Source: an optimization exercise on an open RTL-to-GDS flow (aim: small area, a short achievable clock period and few clock cycles per item). Production flows keep margins and buffers that such runs may drop. The RTL was checked by simulation tests, not by an equivalence proof against the original design.

==> flow/flow/run.sh <==
#!/bin/bash
# The standard layout (standard.sh) with two changes to the ORFS run:
#  - timing repair aims at a larger setup slack (SETUP_SLACK_MARGIN), so the
#    layout is sped up beyond the 10 ns clock it must meet;
#  - the port buffers are buf_2 cells rather than the delay-cell buffer that
#    buffer_ports picks by default (every port still gets its own buffer).
# The make output goes to make_flow.log; ORFS keeps each tool's log under orfs/logs.
set -euo pipefail
MARGIN=${MARGIN:-6.5}
PORTBUF=${PORTBUF:-sky130_fd_sc_hd__buf_2}
sed "s/\"\\\${@:-finish}\"/SETUP_SLACK_MARGIN=$MARGIN 'BUFFER_PORTS_ARGS=-buffer_cell $PORTBUF' \"\${@:-finish}\"/" standard.sh > flow/standard_own.sh
grep -q "SETUP_SLACK_MARGIN=$MARGIN" flow/standard_own.sh
bash flow/standard_own.sh > make_flow.log 2>&1
==> flow/flow/standard_own.sh <==
#!/bin/bash
# The standard flow's own layout of this design, on the ORFS make targets given (by default finish). After
# finish it leaves the final layout's DEF at /design/flow/out/final.def.
set -euo pipefail
make -C /OpenROAD-flow-scripts/flow DESIGN_CONFIG=/design/flow/config.mk WORK_HOME=/design/flow/orfs CLKGATE_MAP_FILE= SYNTH_SCRIPT=/design/flow/synth_recipe.tcl CAP_MARGIN=5 CORE_MARGIN=2 CORE_UTILIZATION=40 SLEW_MARGIN=5 SYNTH_HIERARCHICAL=1 SETUP_SLACK_MARGIN=6.5 'BUFFER_PORTS_ARGS=-buffer_cell sky130_fd_sc_hd__buf_2' "${@:-finish}"
if [[ -f /design/flow/orfs/results/sky130hd/elastic_alu/base/6_final.odb ]]; then
  : # left out here: write the final layout as DEF
fi
==> flow/standard.sh <==
#!/bin/bash
# synth_recipe.tcl (not shown) runs the flow's synth.tcl, then flattens the netlist and writes it again
# the make line also repeats each setting of config.mk as NAME=value (left out here)
make -C /OpenROAD-flow-scripts/flow DESIGN_CONFIG=/design/flow/config.mk WORK_HOME=/design/flow/orfs CLKGATE_MAP_FILE= SYNTH_SCRIPT=/design/flow/synth_recipe.tcl "${@:-finish}"
==> flow/config.mk <==
export PLATFORM = sky130hd
export DESIGN_NAME = elastic_alu
export DESIGN_NICKNAME = elastic_alu
export VERILOG_FILES = /design/flow/design.v
export SDC_FILE = /design/flow/constraint.sdc
export NUM_CORES = 4
export LEC_CHECK = 0
export CAP_MARGIN = 5
export CORE_MARGIN = 2
export CORE_UTILIZATION = 40
export SLEW_MARGIN = 5
export SYNTH_HIERARCHICAL = 1
==> flow/constraint.sdc <==
create_clock -name core_clock -period 10.0 [get_ports {clk}]
set_input_delay 2.0000 -clock core_clock [delete_from_list [all_inputs] [get_ports {clk}]]
set_output_delay 2.0000 -clock core_clock [all_outputs]
set_load 0.01 [all_outputs]
==> flow/design.v <==
`timescale 1ns/1ps
package alu_pkg;
	localparam int DATA_W = 32;
	typedef logic [DATA_W-1:0] word_t;
	localparam int SHAMT_W = 5;
	typedef logic [SHAMT_W-1:0] shamt_t;
	typedef enum logic [3:0] {
		OP_ADD  = 4'd0,
		OP_SUB  = 4'd1,
		OP_MUL  = 4'd2,
		OP_AND  = 4'd3,
		OP_OR   = 4'd4,
		OP_XOR  = 4'd5,
		OP_SHL  = 4'd6,
		OP_LSHR = 4'd7,
		OP_ASHR = 4'd8,
		OP_EQ   = 4'd9,
		OP_NE   = 4'd10,
		OP_ULT  = 4'd11,
		OP_ULE  = 4'd12,
		OP_SLT  = 4'd13,
		OP_SLE  = 4'd14
	} alu_op_t;
	localparam int MUL_STAGES_DEF = 4;
endpackage
`timescale 1ns/1ps
module elastic_alu (
	input logic clk,
	input logic rst,
	input logic [31:0] lhs,
	input logic [3:0] lhs_op,
	input logic lhs_valid,
	output logic lhs_ready,
	input logic [31:0] rhs,
	input logic rhs_valid,
	output logic rhs_ready,
	output logic [31:0] result,
	output logic result_valid,
	input logic result_ready
);
	logic lv, rv, fire, adv;
	logic [31:0] a_l, a_r;
	logic [3:0] a_op;
	logic a_inv, a_sgn;
	logic lbusy, rbusy, lv_n, rv_n, sv_n;
	assign fire = lv & rv & adv;
	assign lhs_ready = ~lbusy;
	assign rhs_ready = ~rbusy;
	logic l_en, r_en;
	assign l_en = ~lv | fire;
	assign r_en = ~rv | fire;
	assign lv_n = l_en ? lhs_valid : lv;
	assign rv_n = r_en ? rhs_valid : rv;
	always_ff @(posedge clk or posedge rst) begin
		if (rst) begin
			lv <= 1'b0;
			rv <= 1'b0;
			lbusy <= 1'b0;
			rbusy <= 1'b0;
		end else begin
			lv <= lv_n;
			rv <= rv_n;
			lbusy <= lv_n & ~(rv_n & ~sv_n);
			rbusy <= rv_n & ~(lv_n & ~sv_n);
		end
	end
	always_ff @(posedge clk) begin
		if (l_en) begin
			a_l <= lhs;
			a_op <= lhs_op;
			a_inv <= (lhs_op == 4'd1) | ((lhs_op >= 4'd9) & (lhs_op <= 4'd14));
			a_sgn <= (lhs_op == 4'd13) | (lhs_op == 4'd14);
		end
		if (r_en) begin
			a_r <= rhs;
		end
	end
	logic o_mul, o_sh, o_rt, o_s, o_alu, o_inv, o_sgn;
	logic [31:0] e_l, opa, opb, lg;
	logic [33:0] as;
	logic [15:0] e_one, e_two, e_neg;
	logic [32:0] rr;
	logic e_x0, eq, lt, e_cmp;
	always_comb begin
		o_mul = (a_op == 4'd2);
		o_sh = (a_op == 4'd6) | (a_op == 4'd7) | (a_op == 4'd8);
		o_rt = (a_op == 4'd7) | (a_op == 4'd8);
		o_s = (a_op == 4'd8) & a_l[31];
		o_alu = (a_op <= 4'd1) | (a_op == 4'd3) | (a_op == 4'd4) | (a_op == 4'd5);
		o_inv = a_inv;
		o_sgn = a_sgn;
		opa = {a_l[31] ^ o_sgn, a_l[30:0]};
		opb = {a_r[31] ^ o_sgn, a_r[30:0]} ^ {32{o_inv}};
		as = {1'b0, opa, 1'b1} + {1'b0, opb, o_inv};
		eq = (a_l == a_r);
		lt = ~as[33];
		case (a_op)
			4'd3: lg = a_l & a_r;
			4'd4: lg = a_l | a_r;
			4'd5: lg = a_l ^ a_r;
			default: lg = as[32:1];
		endcase
		case (a_op)
			4'd9: e_cmp = eq;
			4'd10: e_cmp = ~eq;
			4'd11, 4'd13: e_cmp = lt;
			4'd12, 4'd14: e_cmp = lt | eq;
			default: e_cmp = 1'b0;
		endcase
		for (int i = 0; i < 32; i++) begin
			e_l[i] = o_alu ? lg[i] : o_rt ? (a_l[31 - i] ^ o_s) : a_l[i];
		end
		rr = {a_r, 1'b0};
		for (int j = 0; j < 16; j++) begin
			e_one[j] = (o_mul & (rr[2*j+1] ^ rr[2*j])) | (o_sh & (a_r[4:1] == j) & ~a_r[0]) | ((j == 0) & o_alu);
			e_two[j] = (o_mul & ((rr[2*j+2] & ~rr[2*j+1] & ~rr[2*j]) | (~rr[2*j+2] & rr[2*j+1] & rr[2*j]))) |
				(o_sh & (a_r[4:1] == j) & a_r[0]);
			e_neg[j] = o_mul & rr[2*j+2];
		end
		e_x0 = e_neg[0];
	end
	logic cv;
	logic [31:0] c_l;
	logic [15:0] one, two, neg;
	logic x0;
	logic c_sn, c_sr, c_sc, c_fe;
	always_ff @(posedge clk or posedge rst) begin
		if (rst) begin
			cv <= 1'b0;
		end else if (adv) begin
			cv <= fire;
		end
	end
	always_ff @(posedge clk) begin
		if (adv) begin
			c_l <= e_l;
			one <= e_one;
			two <= e_two;
			neg <= e_neg;
			x0 <= e_x0;
			c_sn <= ~o_rt;
			c_sr <= o_rt & ~o_s;
			c_sc <= o_rt & o_s;
			c_fe <= e_cmp;
		end
	end
	logic [31:0] pp0, pp1, pp2, pp3, pp4, pp5, pp6, pp7, pp8, pp9, pp10, pp11, pp12, pp13, pp14, pp15;
	logic [32:0] ll;
	assign ll = {c_l, 1'b0};
	always_comb begin
		for (int i = 0; i < 32; i++) begin
			pp0[i] = ((one[0] & ll[i+1]) | (two[0] & ll[i])) ^ neg[0];
			pp1[i] = ((one[1] & ll[i+1]) | (two[1] & ll[i])) ^ neg[1];
			pp2[i] = ((one[2] & ll[i+1]) | (two[2] & ll[i])) ^ neg[2];
			pp3[i] = ((one[3] & ll[i+1]) | (two[3] & ll[i])) ^ neg[3];
			pp4[i] = ((one[4] & ll[i+1]) | (two[4] & ll[i])) ^ neg[4];
			pp5[i] = ((one[5] & ll[i+1]) | (two[5] & ll[i])) ^ neg[5];
			pp6[i] = ((one[6] & ll[i+1]) | (two[6] & ll[i])) ^ neg[6];
			pp7[i] = ((one[7] & ll[i+1]) | (two[7] & ll[i])) ^ neg[7];
			pp8[i] = ((one[8] & ll[i+1]) | (two[8] & ll[i])) ^ neg[8];
			pp9[i] = ((one[9] & ll[i+1]) | (two[9] & ll[i])) ^ neg[9];
			pp10[i] = ((one[10] & ll[i+1]) | (two[10] & ll[i])) ^ neg[10];
			pp11[i] = ((one[11] & ll[i+1]) | (two[11] & ll[i])) ^ neg[11];
			pp12[i] = ((one[12] & ll[i+1]) | (two[12] & ll[i])) ^ neg[12];
			pp13[i] = ((one[13] & ll[i+1]) | (two[13] & ll[i])) ^ neg[13];
			pp14[i] = ((one[14] & ll[i+1]) | (two[14] & ll[i])) ^ neg[14];
			pp15[i] = ((one[15] & ll[i+1]) | (two[15] & ll[i])) ^ neg[15];
		end
	end
	logic [31:0] tx, ty, sum, rx;
	logic t1, t2, t3, t4, t5, t6, t7, t8, t9, t10, t11, t12, t13, t14, t15, t16, t17, t18, t19, t20, t21, t22, t23, t24, t25, t26, t27, t28, t29, t30, t31, t32, t33, t34, t35, t36, t37, t38, t39, t40, t41, t42, t43, t44, t45, t46, t47, t48, t49, t50, t51, t52, t53, t54, t55, t56, t57, t58, t59, t60, t61, t62, t63, t64, t65, t66, t67, t68, t69, t70, t71, t72, t73, t74, t75, t76, t77, t78, t79, t80, t81, t82, t83, t84, t85, t86, t87, t88, t89, t90, t91, t92, t93, t94, t95, t96, t97, t98, t99, t100, t101, t102, t103, t104, t105, t106, t107, t108, t109, t110, t111, t112, t113, t114, t115, t116, t117, t118, t119, t120, t121, t122, t123, t124, t125, t126, t127, t128, t129, t130, t131, t132, t133, t134, t135, t136, t137, t138, t139, t140, t141, t142, t143, t144, t145, t146, t147, t148, t149, t150, t151, t152, t153, t154, t155, t156, t157, t158, t159, t160, t161, t162, t163, t164, t165, t166, t167, t168, t169, t170, t171, t172, t173, t174, t175, t176, t177, t178, t179, t180, t181, t182, t183, t184, t185, t186, t187, t188, t189, t190, t191, t192, t193, t194, t195, t196, t197, t198, t199, t200, t201, t202, t203, t204, t205, t206, t207, t208, t209, t210, t211, t212, t213, t214, t215, t216, t217, t218, t219, t220, t221, t222, t223, t224, t225, t226, t227, t228, t229, t230, t231, t232, t233, t234, t235, t236, t237, t238, t239, t240, t241, t242, t243, t244, t245, t246, t247, t248, t249, t250, t251, t252, t253, t254, t255, t256, t257, t258, t259, t260, t261, t262, t263, t264, t265, t266, t267, t268, t269, t270, t271, t272, t273, t274, t275, t276, t277, t278, t279, t280, t281, t282, t283, t284, t285, t286, t287, t288, t289, t290, t291, t292, t293, t294, t295, t296, t297, t298, t299, t300, t301, t302, t303, t304, t305, t306, t307, t308, t309, t310, t311, t312, t313, t314, t315, t316, t317, t318, t319, t320, t321, t322, t323, t324, t325, t326, t327, t328, t329, t330, t331, t332, t333, t334, t335, t336, t337, t338, t339, t340, t341, t342, t343, t344, t345, t346, t347, t348, t349, t350, t351, t352, t353, t354, t355, t356, t357, t358, t359, t360, t361, t362, t363, t364, t365, t366, t367, t368, t369, t370, t371, t372, t373, t374, t375, t376, t377, t378, t379, t380, t381, t382, t383, t384, t385, t386, t387, t388, t389, t390, t391, t392, t393, t394, t395, t396, t397, t398, t399, t400, t401, t402, t403, t404, t405, t406, t407, t408, t409, t410, t411, t412, t413, t414, t415, t416, t417, t418, t419, t420, t421, t422, t423, t424, t425, t426, t427, t428, t429, t430, t431, t432, t433, t434, t435, t436, t437, t438, t439, t440, t441, t442, t443, t444, t445, t446, t447, t448, t449, t450, t451, t452, t453, t454, t455, t456, t457, t458, t459, t460, t461;
	csa_ha t1_h (.a(neg[12]), .b(pp0[24]), .s(t1), .co(t2));
	csa_ha t3_h (.a(pp0[25]), .b(pp10[5]), .s(t3), .co(t4));
	csa_fa t5_f (.a(neg[13]), .b(pp0[26]), .c(pp10[6]), .s(t5), .co(t6));
	csa_ha t7_h (.a(pp11[4]), .b(pp12[2]), .s(t7), .co(t8));
	csa_fa t9_f (.a(pp0[27]), .b(pp10[7]), .c(pp11[5]), .s(t9), .co(t10));
	csa_ha t11_h (.a(pp12[3]), .b(pp13[1]), .s(t11), .co(t12));
	csa_fa t13_f (.a(neg[14]), .b(pp0[28]), .c(pp10[8]), .s(t13), .co(t14));
	csa_fa t15_f (.a(pp11[6]), .b(pp12[4]), .c(pp13[2]), .s(t15), .co(t16));
	csa_ha t17_h (.a(pp14[0]), .b(pp1[26]), .s(t17), .co(t18));
	csa_fa t19_f (.a(pp0[29]), .b(pp10[9]), .c(pp11[7]), .s(t19), .co(t20));
	csa_fa t21_f (.a(pp12[5]), .b(pp13[3]), .c(pp14[1]), .s(t21), .co(t22));
	csa_ha t23_h (.a(pp1[27]), .b(pp2[25]), .s(t23), .co(t24));
	csa_fa t25_f (.a(neg[15]), .b(pp0[30]), .c(pp10[10]), .s(t25), .co(t26));
	csa_fa t27_f (.a(pp11[8]), .b(pp12[6]), .c(pp13[4]), .s(t27), .co(t28));
	csa_fa t29_f (.a(pp14[2]), .b(pp15[0]), .c(pp1[28]), .s(t29), .co(t30));
	csa_ha t31_h (.a(pp2[26]), .b(pp3[24]), .s(t31), .co(t32));
	csa_x2 t34_x (.a(pp0[31]), .b(pp10[11]), .y(t34));
	csa_x2 t33_x (.a(t34), .b(pp11[9]), .y(t33));
	csa_x2 t36_x (.a(pp12[7]), .b(pp13[5]), .y(t36));
	csa_x2 t35_x (.a(t36), .b(pp14[3]), .y(t35));
	csa_x2 t38_x (.a(pp15[1]), .b(pp1[29]), .y(t38));
	csa_x2 t37_x (.a(t38), .b(pp2[27]), .y(t37));
	csa_x2 t39_x (.a(pp3[25]), .b(pp4[23]), .y(t39));
	csa_ha t40_h (.a(neg[8]), .b(pp0[16]), .s(t40), .co(t41));
	csa_ha t42_h (.a(pp0[17]), .b(pp1[15]), .s(t42), .co(t43));
	csa_fa t44_f (.a(neg[9]), .b(pp0[18]), .c(pp1[16]), .s(t44), .co(t45));
	csa_ha t46_h (.a(pp2[14]), .b(pp3[12]), .s(t46), .co(t47));
	csa_fa t48_f (.a(pp0[19]), .b(pp1[17]), .c(pp2[15]), .s(t48), .co(t49));
	csa_ha t50_h (.a(pp3[13]), .b(pp4[11]), .s(t50), .co(t51));
	csa_fa t52_f (.a(neg[10]), .b(pp0[20]), .c(pp10[0]), .s(t52), .co(t53));
	csa_fa t54_f (.a(pp1[18]), .b(pp2[16]), .c(pp3[14]), .s(t54), .co(t55));
	csa_ha t56_h (.a(pp4[12]), .b(pp5[10]), .s(t56), .co(t57));
	csa_fa t58_f (.a(pp0[21]), .b(pp10[1]), .c(pp1[19]), .s(t58), .co(t59));
	csa_fa t60_f (.a(pp2[17]), .b(pp3[15]), .c(pp4[13]), .s(t60), .co(t61));
	csa_ha t62_h (.a(pp5[11]), .b(pp6[9]), .s(t62), .co(t63));
	csa_fa t64_f (.a(neg[11]), .b(pp0[22]), .c(pp10[2]), .s(t64), .co(t65));
	csa_fa t66_f (.a(pp11[0]), .b(pp1[20]), .c(pp2[18]), .s(t66), .co(t67));
	csa_fa t68_f (.a(pp3[16]), .b(pp4[14]), .c(pp5[12]), .s(t68), .co(t69));
	csa_ha t70_h (.a(pp6[10]), .b(pp7[8]), .s(t70), .co(t71));
	csa_fa t72_f (.a(pp0[23]), .b(pp10[3]), .c(pp11[1]), .s(t72), .co(t73));
	csa_fa t74_f (.a(pp1[21]), .b(pp2[19]), .c(pp3[17]), .s(t74), .co(t75));
	csa_fa t76_f (.a(pp4[15]), .b(pp5[13]), .c(pp6[11]), .s(t76), .co(t77));
	csa_ha t78_h (.a(pp7[9]), .b(pp8[7]), .s(t78), .co(t79));
	csa_fa t80_f (.a(pp10[4]), .b(pp11[2]), .c(pp12[0]), .s(t80), .co(t81));
	csa_fa t82_f (.a(pp1[22]), .b(pp2[20]), .c(pp3[18]), .s(t82), .co(t83));
	csa_fa t84_f (.a(pp4[16]), .b(pp5[14]), .c(pp6[12]), .s(t84), .co(t85));
	csa_fa t86_f (.a(pp7[10]), .b(pp8[8]), .c(pp9[6]), .s(t86), .co(t87));
	csa_fa t88_f (.a(pp11[3]), .b(pp12[1]), .c(pp1[23]), .s(t88), .co(t89));
	csa_fa t90_f (.a(pp2[21]), .b(pp3[19]), .c(pp4[17]), .s(t90), .co(t91));
	csa_fa t92_f (.a(pp5[15]), .b(pp6[13]), .c(pp7[11]), .s(t92), .co(t93));
	csa_fa t94_f (.a(pp8[9]), .b(pp9[7]), .c(t2), .s(t94), .co(t95));
	csa_fa t96_f (.a(pp13[0]), .b(pp1[24]), .c(pp2[22]), .s(t96), .co(t97));
	csa_fa t98_f (.a(pp3[20]), .b(pp4[18]), .c(pp5[16]), .s(t98), .co(t99));
	csa_fa t100_f (.a(pp6[14]), .b(pp7[12]), .c(pp8[10]), .s(t100), .co(t101));
	csa_fa t102_f (.a(pp9[8]), .b(t4), .c(t7), .s(t102), .co(t103));
	csa_fa t104_f (.a(pp1[25]), .b(pp2[23]), .c(pp3[21]), .s(t104), .co(t105));
	csa_fa t106_f (.a(pp4[19]), .b(pp5[17]), .c(pp6[15]), .s(t106), .co(t107));
	csa_fa t108_f (.a(pp7[13]), .b(pp8[11]), .c(pp9[9]), .s(t108), .co(t109));
	csa_fa t110_f (.a(t8), .b(t11), .c(t6), .s(t110), .co(t111));
	csa_fa t112_f (.a(pp2[24]), .b(pp3[22]), .c(pp4[20]), .s(t112), .co(t113));
	csa_fa t114_f (.a(pp5[18]), .b(pp6[16]), .c(pp7[14]), .s(t114), .co(t115));
	csa_fa t116_f (.a(pp8[12]), .b(pp9[10]), .c(t12), .s(t116), .co(t117));
	csa_fa t118_f (.a(t17), .b(t10), .c(t13), .s(t118), .co(t119));
	csa_fa t120_f (.a(pp3[23]), .b(pp4[21]), .c(pp5[19]), .s(t120), .co(t121));
	csa_fa t122_f (.a(pp6[17]), .b(pp7[15]), .c(pp8[13]), .s(t122), .co(t123));
	csa_fa t124_f (.a(pp9[11]), .b(t18), .c(t23), .s(t124), .co(t125));
	csa_fa t126_f (.a(t14), .b(t16), .c(t19), .s(t126), .co(t127));
	csa_fa t128_f (.a(pp4[22]), .b(pp5[20]), .c(pp6[18]), .s(t128), .co(t129));
	csa_fa t130_f (.a(pp7[16]), .b(pp8[14]), .c(pp9[12]), .s(t130), .co(t131));
	csa_fa t132_f (.a(t24), .b(t31), .c(t20), .s(t132), .co(t133));
	csa_fa t134_f (.a(t22), .b(t25), .c(t27), .s(t134), .co(t135));
	csa_x2 t137_x (.a(pp5[21]), .b(pp6[19]), .y(t137));
	csa_x2 t136_x (.a(t137), .b(pp7[17]), .y(t136));
	csa_x2 t139_x (.a(pp8[15]), .b(pp9[13]), .y(t139));
	csa_x2 t138_x (.a(t139), .b(t32), .y(t138));
	csa_x2 t141_x (.a(t39), .b(t26), .y(t141));
	csa_x2 t140_x (.a(t141), .b(t28), .y(t140));
	csa_x2 t143_x (.a(t30), .b(t33), .y(t143));
	csa_x2 t142_x (.a(t143), .b(t35), .y(t142));
	csa_ha t144_h (.a(neg[5]), .b(pp0[10]), .s(t144), .co(t145));
	csa_ha t146_h (.a(pp0[11]), .b(pp1[9]), .s(t146), .co(t147));
	csa_fa t148_f (.a(neg[6]), .b(pp0[12]), .c(pp1[10]), .s(t148), .co(t149));
	csa_ha t150_h (.a(pp2[8]), .b(pp3[6]), .s(t150), .co(t151));
	csa_fa t152_f (.a(pp0[13]), .b(pp1[11]), .c(pp2[9]), .s(t152), .co(t153));
	csa_ha t154_h (.a(pp3[7]), .b(pp4[5]), .s(t154), .co(t155));
	csa_fa t156_f (.a(neg[7]), .b(pp0[14]), .c(pp1[12]), .s(t156), .co(t157));
	csa_fa t158_f (.a(pp2[10]), .b(pp3[8]), .c(pp4[6]), .s(t158), .co(t159));
	csa_ha t160_h (.a(pp5[4]), .b(pp6[2]), .s(t160), .co(t161));
	csa_fa t162_f (.a(pp0[15]), .b(pp1[13]), .c(pp2[11]), .s(t162), .co(t163));
	csa_fa t164_f (.a(pp3[9]), .b(pp4[7]), .c(pp5[5]), .s(t164), .co(t165));
	csa_ha t166_h (.a(pp6[3]), .b(pp7[1]), .s(t166), .co(t167));
	csa_fa t168_f (.a(pp1[14]), .b(pp2[12]), .c(pp3[10]), .s(t168), .co(t169));
	csa_fa t170_f (.a(pp4[8]), .b(pp5[6]), .c(pp6[4]), .s(t170), .co(t171));
	csa_fa t172_f (.a(pp7[2]), .b(pp8[0]), .c(t40), .s(t172), .co(t173));
	csa_fa t174_f (.a(pp2[13]), .b(pp3[11]), .c(pp4[9]), .s(t174), .co(t175));
	csa_fa t176_f (.a(pp5[7]), .b(pp6[5]), .c(pp7[3]), .s(t176), .co(t177));
	csa_fa t178_f (.a(pp8[1]), .b(t41), .c(t42), .s(t178), .co(t179));
	csa_fa t180_f (.a(pp4[10]), .b(pp5[8]), .c(pp6[6]), .s(t180), .co(t181));
	csa_fa t182_f (.a(pp7[4]), .b(pp8[2]), .c(pp9[0]), .s(t182), .co(t183));
	csa_fa t184_f (.a(t43), .b(t46), .c(t44), .s(t184), .co(t185));
	csa_fa t186_f (.a(pp5[9]), .b(pp6[7]), .c(pp7[5]), .s(t186), .co(t187));
	csa_fa t188_f (.a(pp8[3]), .b(pp9[1]), .c(t47), .s(t188), .co(t189));
	csa_fa t190_f (.a(t50), .b(t45), .c(t48), .s(t190), .co(t191));
	csa_fa t192_f (.a(pp6[8]), .b(pp7[6]), .c(pp8[4]), .s(t192), .co(t193));
	csa_fa t194_f (.a(pp9[2]), .b(t51), .c(t56), .s(t194), .co(t195));
	csa_fa t196_f (.a(t49), .b(t52), .c(t54), .s(t196), .co(t197));
	csa_fa t198_f (.a(pp7[7]), .b(pp8[5]), .c(pp9[3]), .s(t198), .co(t199));
	csa_fa t200_f (.a(t57), .b(t62), .c(t53), .s(t200), .co(t201));
	csa_fa t202_f (.a(t55), .b(t58), .c(t60), .s(t202), .co(t203));
	csa_fa t204_f (.a(pp8[6]), .b(pp9[4]), .c(t63), .s(t204), .co(t205));
	csa_fa t206_f (.a(t70), .b(t59), .c(t61), .s(t206), .co(t207));
	csa_fa t208_f (.a(t64), .b(t66), .c(t68), .s(t208), .co(t209));
	csa_fa t210_f (.a(pp9[5]), .b(t71), .c(t78), .s(t210), .co(t211));
	csa_fa t212_f (.a(t65), .b(t67), .c(t69), .s(t212), .co(t213));
	csa_fa t214_f (.a(t72), .b(t74), .c(t76), .s(t214), .co(t215));
	csa_x2 t217_x (.a(t79), .b(t1), .y(t217));
	csa_x2 t216_x (.a(t217), .b(t73), .y(t216));
	csa_mj t218_m (.a(t79), .b(t1), .c(t73), .y(t218));
	csa_x2 t220_x (.a(t75), .b(t77), .y(t220));
	csa_x2 t219_x (.a(t220), .b(t80), .y(t219));
	csa_mj t221_m (.a(t75), .b(t77), .c(t80), .y(t221));
	csa_x2 t223_x (.a(t82), .b(t84), .y(t223));
	csa_x2 t222_x (.a(t223), .b(t86), .y(t222));
	csa_mj t224_m (.a(t82), .b(t84), .c(t86), .y(t224));
	csa_x2 t226_x (.a(t3), .b(t81), .y(t226));
	csa_x2 t225_x (.a(t226), .b(t83), .y(t225));
	csa_mj t227_m (.a(t3), .b(t81), .c(t83), .y(t227));
	csa_x2 t229_x (.a(t85), .b(t87), .y(t229));
	csa_x2 t228_x (.a(t229), .b(t88), .y(t228));
	csa_mj t230_m (.a(t85), .b(t87), .c(t88), .y(t230));
	csa_x2 t232_x (.a(t90), .b(t92), .y(t232));
	csa_x2 t231_x (.a(t232), .b(t94), .y(t231));
	csa_mj t233_m (.a(t90), .b(t92), .c(t94), .y(t233));
	csa_x2 t235_x (.a(t89), .b(t91), .y(t235));
	csa_x2 t234_x (.a(t235), .b(t93), .y(t234));
	csa_mj t236_m (.a(t89), .b(t91), .c(t93), .y(t236));
	csa_x2 t238_x (.a(t100), .b(t5), .y(t238));
	csa_x2 t237_x (.a(t238), .b(t96), .y(t237));
	csa_mj t239_m (.a(t100), .b(t5), .c(t96), .y(t239));
	csa_x2 t241_x (.a(t98), .b(t95), .y(t241));
	csa_x2 t240_x (.a(t241), .b(t102), .y(t240));
	csa_mj t242_m (.a(t98), .b(t95), .c(t102), .y(t242));
	csa_x2 t244_x (.a(t101), .b(t97), .y(t244));
	csa_x2 t243_x (.a(t244), .b(t99), .y(t243));
	csa_mj t245_m (.a(t101), .b(t97), .c(t99), .y(t245));
	csa_x2 t247_x (.a(t104), .b(t106), .y(t247));
	csa_x2 t246_x (.a(t247), .b(t108), .y(t246));
	csa_mj t248_m (.a(t104), .b(t106), .c(t108), .y(t248));
	csa_x2 t250_x (.a(t9), .b(t103), .y(t250));
	csa_x2 t249_x (.a(t250), .b(t110), .y(t249));
	csa_mj t251_m (.a(t9), .b(t103), .c(t110), .y(t251));
	csa_x2 t253_x (.a(t105), .b(t107), .y(t253));
	csa_x2 t252_x (.a(t253), .b(t109), .y(t252));
	csa_mj t254_m (.a(t105), .b(t107), .c(t109), .y(t254));
	csa_x2 t256_x (.a(t112), .b(t114), .y(t256));
	csa_x2 t255_x (.a(t256), .b(t15), .y(t255));
	csa_mj t257_m (.a(t112), .b(t114), .c(t15), .y(t257));
	csa_x2 t259_x (.a(t116), .b(t111), .y(t259));
	csa_x2 t258_x (.a(t259), .b(t118), .y(t258));
	csa_mj t260_m (.a(t116), .b(t111), .c(t118), .y(t260));
	csa_x2 t262_x (.a(t113), .b(t115), .y(t262));
	csa_x2 t261_x (.a(t262), .b(t120), .y(t261));
	csa_mj t263_m (.a(t113), .b(t115), .c(t120), .y(t263));
	csa_x2 t265_x (.a(t122), .b(t21), .y(t265));
	csa_x2 t264_x (.a(t265), .b(t117), .y(t264));
	csa_mj t266_m (.a(t122), .b(t21), .c(t117), .y(t266));
	csa_x2 t268_x (.a(t124), .b(t119), .y(t268));
	csa_x2 t267_x (.a(t268), .b(t126), .y(t267));
	csa_mj t269_m (.a(t124), .b(t119), .c(t126), .y(t269));
	csa_x2 t271_x (.a(t121), .b(t123), .y(t271));
	csa_x2 t270_x (.a(t271), .b(t128), .y(t270));
	csa_mj t272_m (.a(t121), .b(t123), .c(t128), .y(t272));
	csa_x2 t274_x (.a(t130), .b(t29), .y(t274));
	csa_x2 t273_x (.a(t274), .b(t125), .y(t273));
	csa_mj t275_m (.a(t130), .b(t29), .c(t125), .y(t275));
	csa_x2 t277_x (.a(t127), .b(t132), .y(t277));
	csa_x2 t276_x (.a(t277), .b(t134), .y(t276));
	csa_mj t278_m (.a(t127), .b(t132), .c(t134), .y(t278));
	csa_x2 t280_x (.a(t129), .b(t131), .y(t280));
	csa_x2 t279_x (.a(t280), .b(t136), .y(t279));
	csa_x2 t282_x (.a(t37), .b(t138), .y(t282));
	csa_x2 t281_x (.a(t282), .b(t133), .y(t281));
	csa_x2 t284_x (.a(t140), .b(t142), .y(t284));
	csa_x2 t283_x (.a(t284), .b(t135), .y(t283));
	csa_ha t285_h (.a(neg[3]), .b(pp0[6]), .s(t285), .co(t286));
	csa_ha t287_h (.a(pp0[7]), .b(pp1[5]), .s(t287), .co(t288));
	csa_fa t289_f (.a(neg[4]), .b(pp0[8]), .c(pp1[6]), .s(t289), .co(t290));
	csa_ha t291_h (.a(pp2[4]), .b(pp3[2]), .s(t291), .co(t292));
	csa_fa t293_f (.a(pp0[9]), .b(pp1[7]), .c(pp2[5]), .s(t293), .co(t294));
	csa_ha t295_h (.a(pp3[3]), .b(pp4[1]), .s(t295), .co(t296));
	csa_fa t297_f (.a(pp1[8]), .b(pp2[6]), .c(pp3[4]), .s(t297), .co(t298));
	csa_fa t299_f (.a(pp4[2]), .b(pp5[0]), .c(t144), .s(t299), .co(t300));
	csa_fa t301_f (.a(pp2[7]), .b(pp3[5]), .c(pp4[3]), .s(t301), .co(t302));
	csa_fa t303_f (.a(pp5[1]), .b(t145), .c(t146), .s(t303), .co(t304));
	csa_fa t305_f (.a(pp4[4]), .b(pp5[2]), .c(pp6[0]), .s(t305), .co(t306));
	csa_fa t307_f (.a(t147), .b(t150), .c(t148), .s(t307), .co(t308));
	csa_fa t309_f (.a(pp5[3]), .b(pp6[1]), .c(t151), .s(t309), .co(t310));
	csa_fa t311_f (.a(t154), .b(t149), .c(t152), .s(t311), .co(t312));
	csa_fa t313_f (.a(pp7[0]), .b(t155), .c(t160), .s(t313), .co(t314));
	csa_fa t315_f (.a(t153), .b(t156), .c(t158), .s(t315), .co(t316));
	csa_fa t317_f (.a(t161), .b(t166), .c(t157), .s(t317), .co(t318));
	csa_fa t319_f (.a(t159), .b(t162), .c(t164), .s(t319), .co(t320));
	csa_fa t321_f (.a(t167), .b(t163), .c(t165), .s(t321), .co(t322));
	csa_fa t323_f (.a(t168), .b(t170), .c(t172), .s(t323), .co(t324));
	csa_fa t325_f (.a(t169), .b(t171), .c(t174), .s(t325), .co(t326));
	csa_fa t327_f (.a(t176), .b(t173), .c(t178), .s(t327), .co(t328));
	csa_fa t329_f (.a(t175), .b(t177), .c(t180), .s(t329), .co(t330));
	csa_fa t331_f (.a(t182), .b(t179), .c(t184), .s(t331), .co(t332));
	csa_fa t333_f (.a(t181), .b(t183), .c(t186), .s(t333), .co(t334));
	csa_fa t335_f (.a(t188), .b(t185), .c(t190), .s(t335), .co(t336));
	csa_fa t337_f (.a(t187), .b(t192), .c(t189), .s(t337), .co(t338));
	csa_fa t339_f (.a(t194), .b(t191), .c(t196), .s(t339), .co(t340));
	csa_fa t341_f (.a(t193), .b(t198), .c(t195), .s(t341), .co(t342));
	csa_fa t343_f (.a(t197), .b(t200), .c(t202), .s(t343), .co(t344));
	csa_fa t345_f (.a(t199), .b(t204), .c(t201), .s(t345), .co(t346));
	csa_fa t347_f (.a(t203), .b(t206), .c(t208), .s(t347), .co(t348));
	csa_fa t349_f (.a(t205), .b(t210), .c(t207), .s(t349), .co(t350));
	csa_fa t351_f (.a(t209), .b(t212), .c(t214), .s(t351), .co(t352));
	csa_x2 t354_x (.a(t211), .b(t216), .y(t354));
	csa_x2 t353_x (.a(t354), .b(t213), .y(t353));
	csa_mj t355_m (.a(t211), .b(t216), .c(t213), .y(t355));
	csa_x2 t357_x (.a(t219), .b(t215), .y(t357));
	csa_x2 t356_x (.a(t357), .b(t222), .y(t356));
	csa_mj t358_m (.a(t219), .b(t215), .c(t222), .y(t358));
	csa_x2 t360_x (.a(t218), .b(t225), .y(t360));
	csa_x2 t359_x (.a(t360), .b(t228), .y(t359));
	csa_mj t361_m (.a(t218), .b(t225), .c(t228), .y(t361));
	csa_x2 t363_x (.a(t221), .b(t224), .y(t363));
	csa_x2 t362_x (.a(t363), .b(t231), .y(t362));
	csa_mj t364_m (.a(t221), .b(t224), .c(t231), .y(t364));
	csa_x2 t366_x (.a(t227), .b(t234), .y(t366));
	csa_x2 t365_x (.a(t366), .b(t230), .y(t365));
	csa_mj t367_m (.a(t227), .b(t234), .c(t230), .y(t367));
	csa_x2 t369_x (.a(t237), .b(t240), .y(t369));
	csa_x2 t368_x (.a(t369), .b(t233), .y(t368));
	csa_mj t370_m (.a(t237), .b(t240), .c(t233), .y(t370));
	csa_x2 t372_x (.a(t236), .b(t243), .y(t372));
	csa_x2 t371_x (.a(t372), .b(t239), .y(t371));
	csa_mj t373_m (.a(t236), .b(t243), .c(t239), .y(t373));
	csa_x2 t375_x (.a(t246), .b(t249), .y(t375));
	csa_x2 t374_x (.a(t375), .b(t242), .y(t374));
	csa_mj t376_m (.a(t246), .b(t249), .c(t242), .y(t376));
	csa_x2 t378_x (.a(t245), .b(t252), .y(t378));
	csa_x2 t377_x (.a(t378), .b(t248), .y(t377));
	csa_mj t379_m (.a(t245), .b(t252), .c(t248), .y(t379));
	csa_x2 t381_x (.a(t255), .b(t258), .y(t381));
	csa_x2 t380_x (.a(t381), .b(t251), .y(t380));
	csa_mj t382_m (.a(t255), .b(t258), .c(t251), .y(t382));
	csa_x2 t384_x (.a(t254), .b(t261), .y(t384));
	csa_x2 t383_x (.a(t384), .b(t257), .y(t383));
	csa_mj t385_m (.a(t254), .b(t261), .c(t257), .y(t385));
	csa_x2 t387_x (.a(t264), .b(t267), .y(t387));
	csa_x2 t386_x (.a(t387), .b(t260), .y(t386));
	csa_mj t388_m (.a(t264), .b(t267), .c(t260), .y(t388));
	csa_x2 t390_x (.a(t270), .b(t263), .y(t390));
	csa_x2 t389_x (.a(t390), .b(t273), .y(t389));
	csa_mj t391_m (.a(t270), .b(t263), .c(t273), .y(t391));
	csa_x2 t393_x (.a(t266), .b(t276), .y(t393));
	csa_x2 t392_x (.a(t393), .b(t269), .y(t392));
	csa_mj t394_m (.a(t266), .b(t276), .c(t269), .y(t394));
	csa_x2 t396_x (.a(t279), .b(t272), .y(t396));
	csa_x2 t395_x (.a(t396), .b(t281), .y(t395));
	csa_x2 t398_x (.a(t275), .b(t283), .y(t398));
	csa_x2 t397_x (.a(t398), .b(t278), .y(t397));
	csa_ha t399_h (.a(neg[2]), .b(pp0[4]), .s(t399), .co(t400));
	csa_ha t401_h (.a(pp0[5]), .b(pp1[3]), .s(t401), .co(t402));
	csa_fa t403_f (.a(pp1[4]), .b(pp2[2]), .c(pp3[0]), .s(t403), .co(t404));
	csa_fa t405_f (.a(pp2[3]), .b(pp3[1]), .c(t286), .s(t405), .co(t406));
	csa_fa t407_f (.a(pp4[0]), .b(t288), .c(t291), .s(t407), .co(t408));
	csa_fa t409_f (.a(t292), .b(t295), .c(t290), .s(t409), .co(t410));
	csa_fa t411_f (.a(t296), .b(t294), .c(t297), .s(t411), .co(t412));
	csa_fa t413_f (.a(t298), .b(t301), .c(t300), .s(t413), .co(t414));
	csa_fa t415_f (.a(t302), .b(t305), .c(t304), .s(t415), .co(t416));
	csa_fa t417_f (.a(t306), .b(t309), .c(t308), .s(t417), .co(t418));
	csa_fa t419_f (.a(t310), .b(t313), .c(t312), .s(t419), .co(t420));
	csa_fa t421_f (.a(t314), .b(t316), .c(t317), .s(t421), .co(t422));
	csa_fa t423_f (.a(t318), .b(t320), .c(t321), .s(t423), .co(t424));
	csa_fa t425_f (.a(t322), .b(t325), .c(t324), .s(t425), .co(t426));
	csa_fa t427_f (.a(t326), .b(t329), .c(t328), .s(t427), .co(t428));
	csa_fa t429_f (.a(t330), .b(t333), .c(t332), .s(t429), .co(t430));
	csa_fa t431_f (.a(t334), .b(t337), .c(t336), .s(t431), .co(t432));
	csa_fa t433_f (.a(t338), .b(t341), .c(t340), .s(t433), .co(t434));
	csa_fa t435_f (.a(t342), .b(t345), .c(t344), .s(t435), .co(t436));
	csa_fa t437_f (.a(t346), .b(t349), .c(t348), .s(t437), .co(t438));
	csa_x2 t440_x (.a(t353), .b(t350), .y(t440));
	csa_x2 t439_x (.a(t440), .b(t356), .y(t439));
	csa_mj t441_m (.a(t353), .b(t350), .c(t356), .y(t441));
	csa_x2 t443_x (.a(t355), .b(t359), .y(t443));
	csa_x2 t442_x (.a(t443), .b(t358), .y(t442));
	csa_mj t444_m (.a(t355), .b(t359), .c(t358), .y(t444));
	csa_x2 t446_x (.a(t361), .b(t365), .y(t446));
	csa_x2 t445_x (.a(t446), .b(t364), .y(t445));
	csa_mj t447_m (.a(t361), .b(t365), .c(t364), .y(t447));
	csa_x2 t449_x (.a(t367), .b(t371), .y(t449));
	csa_x2 t448_x (.a(t449), .b(t370), .y(t448));
	csa_mj t450_m (.a(t367), .b(t371), .c(t370), .y(t450));
	csa_x2 t452_x (.a(t373), .b(t377), .y(t452));
	csa_x2 t451_x (.a(t452), .b(t376), .y(t451));
	csa_mj t453_m (.a(t373), .b(t377), .c(t376), .y(t453));
	csa_x2 t455_x (.a(t379), .b(t383), .y(t455));
	csa_x2 t454_x (.a(t455), .b(t382), .y(t454));
	csa_mj t456_m (.a(t379), .b(t383), .c(t382), .y(t456));
	csa_x2 t458_x (.a(t385), .b(t389), .y(t458));
	csa_x2 t457_x (.a(t458), .b(t388), .y(t457));
	csa_mj t459_m (.a(t385), .b(t389), .c(t388), .y(t459));
	csa_x2 t461_x (.a(t391), .b(t395), .y(t461));
	csa_x2 t460_x (.a(t461), .b(t394), .y(t460));
	logic q0_0, q0_1, q1_0, q2_0, q2_1, q2_2, q3_0, q3_1, q4_0, q4_1, q4_2, q5_0, q5_1, q5_2, q6_0, q6_1, q6_2, q7_0, q7_1, q7_2, q8_0, q8_1, q8_2, q9_0, q9_1, q9_2, q10_0, q10_1, q10_2, q11_0, q11_1, q11_2, q12_0, q12_1, q12_2, q13_0, q13_1, q13_2, q14_0, q14_1, q14_2, q15_0, q15_1, q15_2, q16_0, q16_1, q16_2, q17_0, q17_1, q17_2, q18_0, q18_1, q18_2, q19_0, q19_1, q19_2, q20_0, q20_1, q20_2, q21_0, q21_1, q21_2, q22_0, q22_1, q22_2, q23_0, q23_1, q23_2, q24_0, q24_1, q24_2, q25_0, q25_1, q25_2, q26_0, q26_1, q26_2, q27_0, q27_1, q27_2, q28_0, q28_1, q28_2, q29_0, q29_1, q29_2, q30_0, q30_1, q30_2, q31_0, q31_1, q31_2;
	always_ff @(posedge clk) begin
		if (adv) begin
			q0_0 <= x0;
			q0_1 <= pp0[0];
			q1_0 <= pp0[1];
			q2_0 <= neg[1];
			q2_1 <= pp0[2];
			q2_2 <= pp1[0];
			q3_0 <= pp0[3];
			q3_1 <= pp1[1];
			q4_0 <= t399;
			q4_1 <= pp1[2];
			q4_2 <= pp2[0];
			q5_0 <= t401;
			q5_1 <= pp2[1];
			q5_2 <= t400;
			q6_0 <= t403;
			q6_1 <= t285;
			q6_2 <= t402;
			q7_0 <= t405;
			q7_1 <= t287;
			q7_2 <= t404;
			q8_0 <= t407;
			q8_1 <= t289;
			q8_2 <= t406;
			q9_0 <= t409;
			q9_1 <= t293;
			q9_2 <= t408;
			q10_0 <= t411;
			q10_1 <= t299;
			q10_2 <= t410;
			q11_0 <= t413;
			q11_1 <= t303;
			q11_2 <= t412;
			q12_0 <= t415;
			q12_1 <= t307;
			q12_2 <= t414;
			q13_0 <= t417;
			q13_1 <= t311;
			q13_2 <= t416;
			q14_0 <= t419;
			q14_1 <= t315;
			q14_2 <= t418;
			q15_0 <= t421;
			q15_1 <= t319;
			q15_2 <= t420;
			q16_0 <= t423;
			q16_1 <= t323;
			q16_2 <= t422;
			q17_0 <= t425;
			q17_1 <= t327;
			q17_2 <= t424;
			q18_0 <= t427;
			q18_1 <= t331;
			q18_2 <= t426;
			q19_0 <= t429;
			q19_1 <= t335;
			q19_2 <= t428;
			q20_0 <= t431;
			q20_1 <= t339;
			q20_2 <= t430;
			q21_0 <= t433;
			q21_1 <= t343;
			q21_2 <= t432;
			q22_0 <= t435;
			q22_1 <= t347;
			q22_2 <= t434;
			q23_0 <= t437;
			q23_1 <= t351;
			q23_2 <= t436;
			q24_0 <= t439;
			q24_1 <= t352;
			q24_2 <= t438;
			q25_0 <= t442;
			q25_1 <= t362;
			q25_2 <= t441;
			q26_0 <= t445;
			q26_1 <= t368;
			q26_2 <= t444;
			q27_0 <= t448;
			q27_1 <= t374;
			q27_2 <= t447;
			q28_0 <= t451;
			q28_1 <= t380;
			q28_2 <= t450;
			q29_0 <= t454;
			q29_1 <= t386;
			q29_2 <= t453;
			q30_0 <= t457;
			q30_1 <= t392;
			q30_2 <= t456;
			q31_0 <= t460;
			q31_1 <= t397;
			q31_2 <= t459;
		end
	end
	logic u1, u2, u3, u4, u5, u6, u7, u8, u9, u10, u11, u12, u13, u14, u15, u16, u17, u18, u19, u20, u21, u22, u23, u24, u25, u26, u27, u28, u29, u30, u31, u32, u33, u34, u35, u36, u37, u38, u39, u40, u41, u42, u43, u44, u45, u46, u47, u48, u49, u50, u51, u52, u53, u54, u55, u56, u57, u58, u59, u60, u61, u62, u63, u64, u65, u66, u67, u68, u69, u70, u71, u72, u73, u74, u75, u76, u77, u78, u79, u80, u81, u82, u83, u84, u85, u86, u87;
	csa_ha u1_h (.a(q2_0), .b(q2_1), .s(u1), .co(u2));
	csa_ha u3_h (.a(q3_0), .b(q3_1), .s(u3), .co(u4));
	csa_x2 u6_x (.a(q4_0), .b(q4_1), .y(u6));
	csa_x2 u5_x (.a(u6), .b(q4_2), .y(u5));
	csa_mj u7_m (.a(q4_0), .b(q4_1), .c(q4_2), .y(u7));
	csa_x2 u9_x (.a(q5_0), .b(q5_1), .y(u9));
	csa_x2 u8_x (.a(u9), .b(q5_2), .y(u8));
	csa_mj u10_m (.a(q5_0), .b(q5_1), .c(q5_2), .y(u10));
	csa_x2 u12_x (.a(q6_0), .b(q6_1), .y(u12));
	csa_x2 u11_x (.a(u12), .b(q6_2), .y(u11));
	csa_mj u13_m (.a(q6_0), .b(q6_1), .c(q6_2), .y(u13));
	csa_x2 u15_x (.a(q7_0), .b(q7_1), .y(u15));
	csa_x2 u14_x (.a(u15), .b(q7_2), .y(u14));
	csa_mj u16_m (.a(q7_0), .b(q7_1), .c(q7_2), .y(u16));
	csa_x2 u18_x (.a(q8_0), .b(q8_1), .y(u18));
	csa_x2 u17_x (.a(u18), .b(q8_2), .y(u17));
	csa_mj u19_m (.a(q8_0), .b(q8_1), .c(q8_2), .y(u19));
	csa_x2 u21_x (.a(q9_0), .b(q9_1), .y(u21));
	csa_x2 u20_x (.a(u21), .b(q9_2), .y(u20));
	csa_mj u22_m (.a(q9_0), .b(q9_1), .c(q9_2), .y(u22));
	csa_x2 u24_x (.a(q10_0), .b(q10_1), .y(u24));
	csa_x2 u23_x (.a(u24), .b(q10_2), .y(u23));
	csa_mj u25_m (.a(q10_0), .b(q10_1), .c(q10_2), .y(u25));
	csa_x2 u27_x (.a(q11_0), .b(q11_1), .y(u27));
	csa_x2 u26_x (.a(u27), .b(q11_2), .y(u26));
	csa_mj u28_m (.a(q11_0), .b(q11_1), .c(q11_2), .y(u28));
	csa_x2 u30_x (.a(q12_0), .b(q12_1), .y(u30));
	csa_x2 u29_x (.a(u30), .b(q12_2), .y(u29));
	csa_mj u31_m (.a(q12_0), .b(q12_1), .c(q12_2), .y(u31));
	csa_x2 u33_x (.a(q13_0), .b(q13_1), .y(u33));
	csa_x2 u32_x (.a(u33), .b(q13_2), .y(u32));
	csa_mj u34_m (.a(q13_0), .b(q13_1), .c(q13_2), .y(u34));
	csa_x2 u36_x (.a(q14_0), .b(q14_1), .y(u36));
	csa_x2 u35_x (.a(u36), .b(q14_2), .y(u35));
	csa_mj u37_m (.a(q14_0), .b(q14_1), .c(q14_2), .y(u37));
	csa_x2 u39_x (.a(q15_0), .b(q15_1), .y(u39));
	csa_x2 u38_x (.a(u39), .b(q15_2), .y(u38));
	csa_mj u40_m (.a(q15_0), .b(q15_1), .c(q15_2), .y(u40));
	csa_x2 u42_x (.a(q16_0), .b(q16_1), .y(u42));
	csa_x2 u41_x (.a(u42), .b(q16_2), .y(u41));
	csa_mj u43_m (.a(q16_0), .b(q16_1), .c(q16_2), .y(u43));
	csa_x2 u45_x (.a(q17_0), .b(q17_1), .y(u45));
	csa_x2 u44_x (.a(u45), .b(q17_2), .y(u44));
	csa_mj u46_m (.a(q17_0), .b(q17_1), .c(q17_2), .y(u46));
	csa_x2 u48_x (.a(q18_0), .b(q18_1), .y(u48));
	csa_x2 u47_x (.a(u48), .b(q18_2), .y(u47));
	csa_mj u49_m (.a(q18_0), .b(q18_1), .c(q18_2), .y(u49));
	csa_x2 u51_x (.a(q19_0), .b(q19_1), .y(u51));
	csa_x2 u50_x (.a(u51), .b(q19_2), .y(u50));
	csa_mj u52_m (.a(q19_0), .b(q19_1), .c(q19_2), .y(u52));
	csa_x2 u54_x (.a(q20_0), .b(q20_1), .y(u54));
	csa_x2 u53_x (.a(u54), .b(q20_2), .y(u53));
	csa_mj u55_m (.a(q20_0), .b(q20_1), .c(q20_2), .y(u55));
	csa_x2 u57_x (.a(q21_0), .b(q21_1), .y(u57));
	csa_x2 u56_x (.a(u57), .b(q21_2), .y(u56));
	csa_mj u58_m (.a(q21_0), .b(q21_1), .c(q21_2), .y(u58));
	csa_x2 u60_x (.a(q22_0), .b(q22_1), .y(u60));
	csa_x2 u59_x (.a(u60), .b(q22_2), .y(u59));
	csa_mj u61_m (.a(q22_0), .b(q22_1), .c(q22_2), .y(u61));
	csa_x2 u63_x (.a(q23_0), .b(q23_1), .y(u63));
	csa_x2 u62_x (.a(u63), .b(q23_2), .y(u62));
	csa_mj u64_m (.a(q23_0), .b(q23_1), .c(q23_2), .y(u64));
	csa_x2 u66_x (.a(q24_0), .b(q24_1), .y(u66));
	csa_x2 u65_x (.a(u66), .b(q24_2), .y(u65));
	csa_mj u67_m (.a(q24_0), .b(q24_1), .c(q24_2), .y(u67));
	csa_x2 u69_x (.a(q25_0), .b(q25_1), .y(u69));
	csa_x2 u68_x (.a(u69), .b(q25_2), .y(u68));
	csa_mj u70_m (.a(q25_0), .b(q25_1), .c(q25_2), .y(u70));
	csa_x2 u72_x (.a(q26_0), .b(q26_1), .y(u72));
	csa_x2 u71_x (.a(u72), .b(q26_2), .y(u71));
	csa_mj u73_m (.a(q26_0), .b(q26_1), .c(q26_2), .y(u73));
	csa_x2 u75_x (.a(q27_0), .b(q27_1), .y(u75));
	csa_x2 u74_x (.a(u75), .b(q27_2), .y(u74));
	csa_mj u76_m (.a(q27_0), .b(q27_1), .c(q27_2), .y(u76));
	csa_x2 u78_x (.a(q28_0), .b(q28_1), .y(u78));
	csa_x2 u77_x (.a(u78), .b(q28_2), .y(u77));
	csa_mj u79_m (.a(q28_0), .b(q28_1), .c(q28_2), .y(u79));
	csa_x2 u81_x (.a(q29_0), .b(q29_1), .y(u81));
	csa_x2 u80_x (.a(u81), .b(q29_2), .y(u80));
	csa_mj u82_m (.a(q29_0), .b(q29_1), .c(q29_2), .y(u82));
	csa_x2 u84_x (.a(q30_0), .b(q30_1), .y(u84));
	csa_x2 u83_x (.a(u84), .b(q30_2), .y(u83));
	csa_mj u85_m (.a(q30_0), .b(q30_1), .c(q30_2), .y(u85));
	csa_x2 u87_x (.a(q31_0), .b(q31_1), .y(u87));
	csa_x2 u86_x (.a(u87), .b(q31_2), .y(u86));
	assign tx = {u86, u83, u80, u77, u74, u71, u68, u65, u62, u59, u56, u53, u50, u47, u44, u41, u38, u35, u32, u29, u26, u23, u20, u17, u14, u11, u8, u5, u3, u1, q1_0, q0_0};
	assign ty = {u85, u82, u79, u76, u73, u70, u67, u64, u61, u58, u55, u52, u49, u46, u43, u40, u37, u34, u31, u28, u25, u22, u19, u16, u13, u10, u7, u4, u2, q2_2, 1'b0, q0_1};
	assign sum = tx + ty;
	assign rx = tx ^ ty;
	logic bv;
	logic b_sn, b_sr, b_sc, b_fe;
	always_ff @(posedge clk or posedge rst) begin
		if (rst) begin
			bv <= 1'b0;
		end else if (adv) begin
			bv <= cv;
		end
	end
	always_ff @(posedge clk) begin
		if (adv) begin
			b_sn <= c_sn;
			b_sr <= c_sr;
			b_sc <= c_sc;
			b_fe <= c_fe;
		end
	end
	logic [31:0] res;
	always_comb begin
		for (int i = 0; i < 32; i++) begin
			res[i] = (b_sn & sum[i]) | (b_sr & rx[31 - i]) | (b_sc & ~rx[31 - i]);
		end
		res[0] = res[0] | b_fe;
	end
	logic ov, sv, take;
	logic [31:0] o_d, s_d;
	assign adv = ~sv;
	assign take = ov & result_ready;
	assign result_valid = ov;
	assign result = o_d;
	logic ov_n;
	always_comb begin
		ov_n = ov;
		sv_n = sv;
		if (sv) begin
			if (take) sv_n = 1'b0;
		end else if (bv) begin
			if (ov & ~take) sv_n = 1'b1;
			else ov_n = 1'b1;
		end else if (take) begin
			ov_n = 1'b0;
		end
	end
	always_ff @(posedge clk or posedge rst) begin
		if (rst) begin
			ov <= 1'b0;
			sv <= 1'b0;
		end else begin
			ov <= ov_n;
			sv <= sv_n;
		end
	end
	logic k_s, k_n, k_r, k_c;
	logic [31:0] o_n;
	assign k_s = sv;
	assign k_n = ~sv & b_sn;
	assign k_r = ~sv & b_sr;
	assign k_c = ~sv & b_sc;
	always_comb begin
		for (int i = 0; i < 32; i++) begin
			o_n[i] = (k_s & s_d[i]) | (k_n & sum[i]) | (k_r & rx[31 - i]) | (k_c & ~rx[31 - i]);
		end
		o_n[0] = o_n[0] | (~sv & b_fe);
	end
	always_ff @(posedge clk) begin
		if (~sv) s_d <= res;
		if ((sv & take) | (~sv & bv & (~ov | take))) o_d <= o_n;
	end
endmodule
module csa_fa (
	input logic a,
	input logic b,
	input logic c,
	output logic s,
	output logic co
);
	assign s = a ^ b ^ c;
	assign co = (a & b) | (a & c) | (b & c);
endmodule
module csa_ha (
	input logic a,
	input logic b,
	output logic s,
	output logic co
);
	assign s = a ^ b;
	assign co = a & b;
endmodule
module csa_x2 (
	input logic a,
	input logic b,
	output logic y
);
	assign y = a ^ b;
endmodule
module csa_mj (
	input logic a,
	input logic b,
	input logic c,
	output logic y
);
	assign y = (a & b) | (a & c) | (b & c);
endmodule
==> results of run 1 <==
[flip-flops by register name, indices dropped and copies added, names as in the netlist, 4 cells and up]
name and flops:
a_l 32, a_r 32, c_l 32, o_d 32
s_d 32, neg 16, one 16, two 16
a_op 4
[modules after synthesis (local to each module, per instance)]
module	times used	cell area [µm²]	cells inside	flops+latches
elastic_alu	1	23070	2282	322
csa_fa	127	20.02	1	0
csa_x2	167	8.758	1	0
csa_mj	69	11.26	1	0
csa_ha	29	12.51	1	0
[final timing paths]
kind / startpoint / endpoint / cells after the start
min: c_sn / b_sn / 0
max: two[2] / q21_0 / 6
min reg2reg: c_sn / b_sn / 0
max reg2reg: two[2] / q21_0 / 6
max in group asynchronous: rst / bv / 2
min in group asynchronous: rst / ov / 2
[cells in the mapped netlist (all sizes together), types with 8 or more instances]
master and count:
xnor2 316, edfxtp 314, a22oi 263, xor2 217, clkbuf 169, ha 164
a21oi 158, fa 127, nor2 110, o21ai 107, inv 101, nand2 97
maj3 70, buf 48, nor3 36, o22ai 33, a21o 31, mux2i 30
mux2 29, a221oi 22, nand3 20, a31oi 15, o211ai 15, a211oi 12
and3 12, nand4 12, o21a 12, o21bai 11, nor4 10, o31ai 9
and2 8, dfrtp 8, nor2b 8
[metal layers]
metal,track usage (%),routed length (µm),vias to the layer above
li1,-,-,9728
met1,29.88,35560,10540
met2,38.67,41570,962
met3,3.438,6125,190
met4,8.962,3332,0
met5,0,0,-
[what timing repair did]
action	4_1_cts	5_1_grt
setup endpoints to repair	61	39
cloned	0	1
resized for setup	6	27
buffers inserted	10	23
pin swaps	3	5
[through the flow]
stage / hold slack (ps) / cell area, µm²
after floorplan: 400.3 / 28230
after global placement: 401.3 / 29420
after detailed placement: 405.4 / 29420
after CTS: 418.4 / 30830
after global routing: 426.1 / 31220
final: 418.5 / 31220
[logic make-up (layout without fill, tap and decap cells)]
kind of cell	Yosys count	after routing
flip-flops	322	322
buffers and inverters	318	353
multiplexers	59	59
XOR/XNOR	533	533
adder cells (fa/ha/maj)	361	361
AO/OA/AOI/OAI	732	732
AND/OR/NAND/NOR	349	349
[final cells by class]
cell class,instances,share of cell area (%)
Sequential cell,322,30.85
Tap cell,940,3.768
Inverter,101,1.239
Clock buffer,49,3.315
Multi-Input combinational cell,2034,55.99
Clock inverter,19,0.7976
Timing Repair Buffer,184,4.044
[layout by cell type, fill, tap and decap left out, types with 32 or more instances in the layout]
cell	Yosys	final
a21oi_1	157	153
a22oi_1	263	262
buf_2	4	107
buf_4	1	62
clkbuf_16	0	41
edfxtp_1	314	314
fa_1	127	127
ha_1	164	157
inv_1	101	100
maj3_2	70	70
nand2_1	97	96
nor2_1	110	109
nor3_1	34	32
o21ai_0	103	97
o22ai_1	33	33
xnor2_1	316	316
xor2_1	217	217
==> results.cfg, run 1 <==
[outcome]
status = finished clean

[synth]
yosysWarnings = 7
yosys.cell_types.count = 85
synthMuxAreaShare_pct = 2.235
synth_top_family_by_area = adder cells
synth_flop_cell = edfxtp_1
synth_adder_area_share_pct = 19.07
synth_top_area_share_pct = 33.41
yosysTopAreaCell = edfxtp_1
synth-simple-area-share_pct = 5.893
synth_edf_count = 314
synth-seq-area-share_pct = 34.12
synth_seq_cells = 322
synthCells = 2674
async_reset_ff_share_pct = 2.484
avgSynthCellArea_um2 = 10.55
synth-compound-area-share_pct = 17.66
syn_nets = 3038
netlist_area_um2 = 28220
synthXorXnorAreaFrac_pct = 16.54
ys_top_cells_by_area = edfxtp_1, xnor2_1, fa_1

[grt]
grt_max_degree = 94
grt_usage_pct = 23.02
grt_overflow = 0
grt_pass1_wl_um = 131200
grt_antenna_before_repair = 0
grt_pass1_vias = 21270

[setup_path]
rrSetupSlack_ps = 6560
crit_buf_inv = 0
crit_required_ps = 10290
crit_chain = a22oi_1 > xnor2_1 > fa_1 > fa_1 > fa_1 > fa_1
worstSetupEndpointType = register
path_common_cell = fa_1
arrival_ps = 3730
critPathMaxStageDelay_ps = 890
start_kind = register
crit_family = adder cells
critical_path_class = register to register
critical_path.max_fanout = 15
slowest_stage = edfxtp_1

[drt]
routedWlPerCell_um = 23.73
drtAntennaViolNets = 0
vias = 21420
drt-initial-drc-count = 2133
totalWireLength_um = 86580
via_per_inst = 5.869
post-route-drc-count = 0
dr.pass1.iters = 6

[timing]
finalMaxSlewViolations = 0
finalSetupTns_ps = 0
setup_viol = 0
max_freq_mhz = 291.0
rsz0062_at_grt = yes
max-slew-margin-rel_pct = 29.97
finalCritPeriodShare_pct = 34.36
post-route-min-period_ps = 3436
fin_skew_ps = 39.33
hold_viol_final = 0
worstMarginPinSlew_ps = 1051
layout_setup_ws_ps = 6564

[placed_design]
routabilityCongestion = 0.9265
dp_cells = 3547
hpwlAfterDp_um = 60980
port_buffers = 107
pre_cts_slack_ps = 6007

[clock_tree]
cts_buffers = 39
cts_tree = done
clkSinkCount = 322
root_buffer = clkbuf_16
insertion_delay_ps = 590
cts_max_path_buffers = 3
htreeDepth = 2
cts.clk_slew.worst_paths_ps = 50
holdBufCountCts = 0

[final_layout]
nNetsFinal = 3046
multi_input_area_um2 = 17480
seqCellArea_um2 = 9629
area_growth_pct = 10.62
nFillCells = 6637
antenna_cells = 0
drive_gt1_share_pct = 14.84
post-route-util_pct = 44.65
layout.cells.non_filler = 3649

[flow_run]
drv_cap = 0

[floorplan]
core.rowCount = 97
die_w_um = 269.6
core_region_area_um2 = 69910
die-area_um2 = 72690
start_util_pct = 40.37
io_pins = 108
die_h_um = 269.6

[min_path]
min_path_type = register to register
Testbench counts, summed over its fixed seeds: cycles 16,032, items 16,000.
==> run 2, diff against run 1 <==
==> flow/flow/standard_own.sh (replaced) <==
#!/bin/bash
# The standard flow's own layout of this design, on the ORFS make targets given (by default finish). After
# finish it leaves the final layout's DEF at /design/flow/out/final.def.
set -euo pipefail
make -C /OpenROAD-flow-scripts/flow DESIGN_CONFIG=/design/flow/config.mk WORK_HOME=/design/flow/orfs CLKGATE_MAP_FILE= SYNTH_SCRIPT=/design/flow/synth_recipe.tcl ABC_AREA=1 CAP_MARGIN=20 CORE_MARGIN=2 CORE_UTILIZATION=40 SLEW_MARGIN=20 SYNTH_HIERARCHICAL=1 SETUP_SLACK_MARGIN=6.5 'BUFFER_PORTS_ARGS=-buffer_cell sky130_fd_sc_hd__buf_2' "${@:-finish}"
if [[ -f /design/flow/orfs/results/sky130hd/elastic_alu/base/6_final.odb ]]; then
  : # left out here: write the final layout as DEF
fi
--- a/flow/config.mk
+++ b/flow/config.mk
@@ -5,8 +5,9 @@
 export SDC_FILE = /design/flow/constraint.sdc
 export NUM_CORES = 4
 export LEC_CHECK = 0
-export CAP_MARGIN = 5
+export ABC_AREA = 1
+export CAP_MARGIN = 20
 export CORE_MARGIN = 2
 export CORE_UTILIZATION = 40
-export SLEW_MARGIN = 5
+export SLEW_MARGIN = 20
 export SYNTH_HIERARCHICAL = 1
==> run 2 against run 1 <==
- final cell count is 42% higher
- hold slack better by 2.3 ps
- non-clock buffer count is 24 lower
- worst setup slack better by 16 ps
- die area is 11% higher
- via count is 29% higher
- largest cell class unchanged
- synthesized cell count is 52% higher
- first-iteration DRC count is 20% higher
- maximum frequency is 0.47% higher
==> results.cfg, run 2 <==
[outcome]
status = finished clean

[synth]
yosysMostFrequentCell = nand2_1
async_reset_ff_share_pct = 2.484
synth_seq_cells = 322
synth_edf_count = 314
avgSynthCellArea_um2 = 7.687
yosysTopAreaCell = edfxtp_1
synth_flop_cell = edfxtp_1
syn_nets = 4438
synth_common_cells = nand2_1, inv_1, edfxtp_1, xor2_1, o22ai_1
synth-seq-area-share_pct = 30.75
ys_top_cells_by_area = edfxtp_1, nand2_1, xor2_1
synthCells = 4074
netlist_area_um2 = 31320
yosys.cell_types.count = 50
synth_top_area_share_pct = 30.11
yosysWarnings = 7

[grt]
grt_usage_pct = 23.96
grt_pass1_wl_um = 151200
grt_max_degree = 100
grt_pass1_vias = 25750
grt_antenna_before_repair = 1
grt_overflow = 0

[timing]
fin_skew_ps = 31.96
finalSetupTns_ps = 0
finalMaxSlewViolations = 0
layout_setup_ws_ps = 6580
max-slew-margin-rel_pct = 31.96
setup_viol = 0
post-route-min-period_ps = 3420
rsz0062_at_grt = no
finalCritPeriodShare_pct = 34.20
hold_viol_final = 0
max_freq_mhz = 292.4
worstMarginPinSlew_ps = 1021
hold_ws_ps = 420.8

[floorplan]
io_pins = 108
start_util_pct = 40.43
core_region_area_um2 = 77470
die_w_um = 283.8
die-area_um2 = 80550
core.rowCount = 102
die_h_um = 283.8

[drt]
via_per_inst = 5.318
vias = 27530
totalWireLength_um = 98590
routedWlPerCell_um = 19.05
post-route-drc-count = 0
drtAntennaViolNets = 0
dr.pass1.iters = 8
drt-initial-drc-count = 2558

[setup_path]
rrSetupSlack_ps = 6580
worstSetupEndpointType = register
crit_required_ps = 10310
path_common_cell = fa_1
start_kind = register
crit_chain = inv_1 > o22ai_1 > xor2_1 > fa_1 > fa_1 > fa_1 > fa_1
slowest_stage = inv_1
critPathMaxStageDelay_ps = 630
arrival_ps = 3730
critical_path_class = register to register
critical_path.max_fanout = 21

[final_layout]
drive_gt1_share_pct = 8.849
nFillCells = 7698
antenna_cells = 0
mostFrequentLayoutCells = nand2_1, inv_1, edfxtp_1
final_common_cell = nand2_1
area_growth_pct = 9.165
nNetsFinal = 4470

[placed_design]
pre_cts_slack_ps = 6155
port_buffers = 107
hpwlAfterDp_um = 73600
routabilityCongestion = 0.9837

[clock_tree]
htreeDepth = 2
root_buffer = clkbuf_16
cts.clk_slew.worst_paths_ps = 60
cts_tree = done
cts_buffers = 39
holdBufCountCts = 0
clkSinkCount = 322
cts_max_path_buffers = 3
insertion_delay_ps = 580

[min_path]
min_path_type = register to register

[flow_run]
drv_cap = 0
## run 2: cell count changes in the layout (fill, tap and decap cells not counted), moves of 69 or more
cell     change
inv_1      +519
xor2_1      +88
o22ai_1    +253
maj3_2      -70
nand2_1   +1133
a22oi_1    -260
xnor2_1    -298
nand3_2     +69
nand3_1     +82
## run 2: path summary, 6_finish.rpt
check                           cells past startpoint    from    end
worst max-delay path                                7  two[5]  q23_0
max in group asynchronous                           2     rst     bv
min in group asynchronous                           2     rst  lbusy
worst min-delay path                                0    c_sn   b_sn
worst max register to register                      7  two[5]  q23_0
worst min register to register                      0    c_sn   b_sn
## run 2: layer usage
layer,wire (µm),track usage [%],up-vias
li1,-,-,13370
met1,40920,30.42,12760
met2,46000,39.87,1121
met3,6485,3.457,268
met4,5178,11.87,0
met5,0,0,-
## run 2: logic make-up (layout without fill, tap and decap cells)
kind of cell,after synthesis,in the layout,synth area share (%)
AO/OA/AOI/OAI,666,666,13.20
buffers and inverters,833,895,10.28
AND/OR/NAND/NOR,1639,1639,22.06
adder cells (fa/ha/maj),291,291,14.67
XOR/XNOR,323,323,9.034
flip-flops,322,322,30.75
## run 2: area by class of cell
cell class	instances	area [µm²]	share of cell area, %
clock buffers	48	1072	3.137
well taps	1040	1301	3.806
repair buffers	160	949.7	2.778
multi-input cells	2919	18470	54.03
repair inverters	2	10.01	0.02928
clock inverters	23	190.2	0.5563
inverters	662	2562	7.496
flip-flops and latches	322	9629	28.17
## run 2: what timing repair did
| item | in CTS | in global routing |
|---|---|---|
| setup buffers | 1 | 14 |
| cloned | 1 | 1 |
| setup endpoints to repair | 28 | 17 |
| pin swaps | 0 | 0 |
| gates resized for setup | 4 | 17 |
## run 2: worst max-delay path: cells and delay by family, from the launching register on
| family | cells | cell delay (ps) |
|---|---|---|
| adders and majority gates | 4 | 1810 |
| DFF | 1 | 360 |
| buffers and inverters | 1 | 630 |
| xor gates and xnor gates | 1 | 180 |
| AOI/OAI and AO/OA | 1 | 180 |
## run 2: per-stage QoR
step	cells	utilization [%]	cell area [µm²]
3_5_place_dp	5088	42.23	32720
3_3_place_gp	5088	42.23	32720
5_1_grt	5176	44.13	34190
2_1_floorplan	4074	-	31320
6_report	5176	44.13	34190
4_1_cts	5161	43.89	34000
## run 2: modules after synthesis, one instance, submodules excluded
module	copies in the design	flops+latches
csa_fa	127	0
csa_ha	29	0
csa_mj	69	0
csa_x2	167	0
elastic_alu	1	322

re-timing with driven ports:
In the flow no input, the clock included, has a driving cell. The finished layouts below were timed again as built, in two steps. Step 1 sets driving cells, clkbuf_16 on the clock port and buf_2 on the other inputs (assumed; they add their load-dependent delay and slew). Step 2 also shifts input and output timing later by t, the mid clock arrival at the registers, as if the neighbouring blocks saw the same clock. Slacks: no drivers / after step 1 / after step 2; pairs: no drivers / after step 1.
run	t, ns	setup slack, ns	worst hold slack (ns)
run 1	0.633	6.564 / 6.564 / 6.564	0.418 / 0.418 / 0.418
run 2	0.627	6.580 / 6.580 / 6.580	0.421 / 0.421 / 0.421
After both steps every run listed still meets setup and hold.
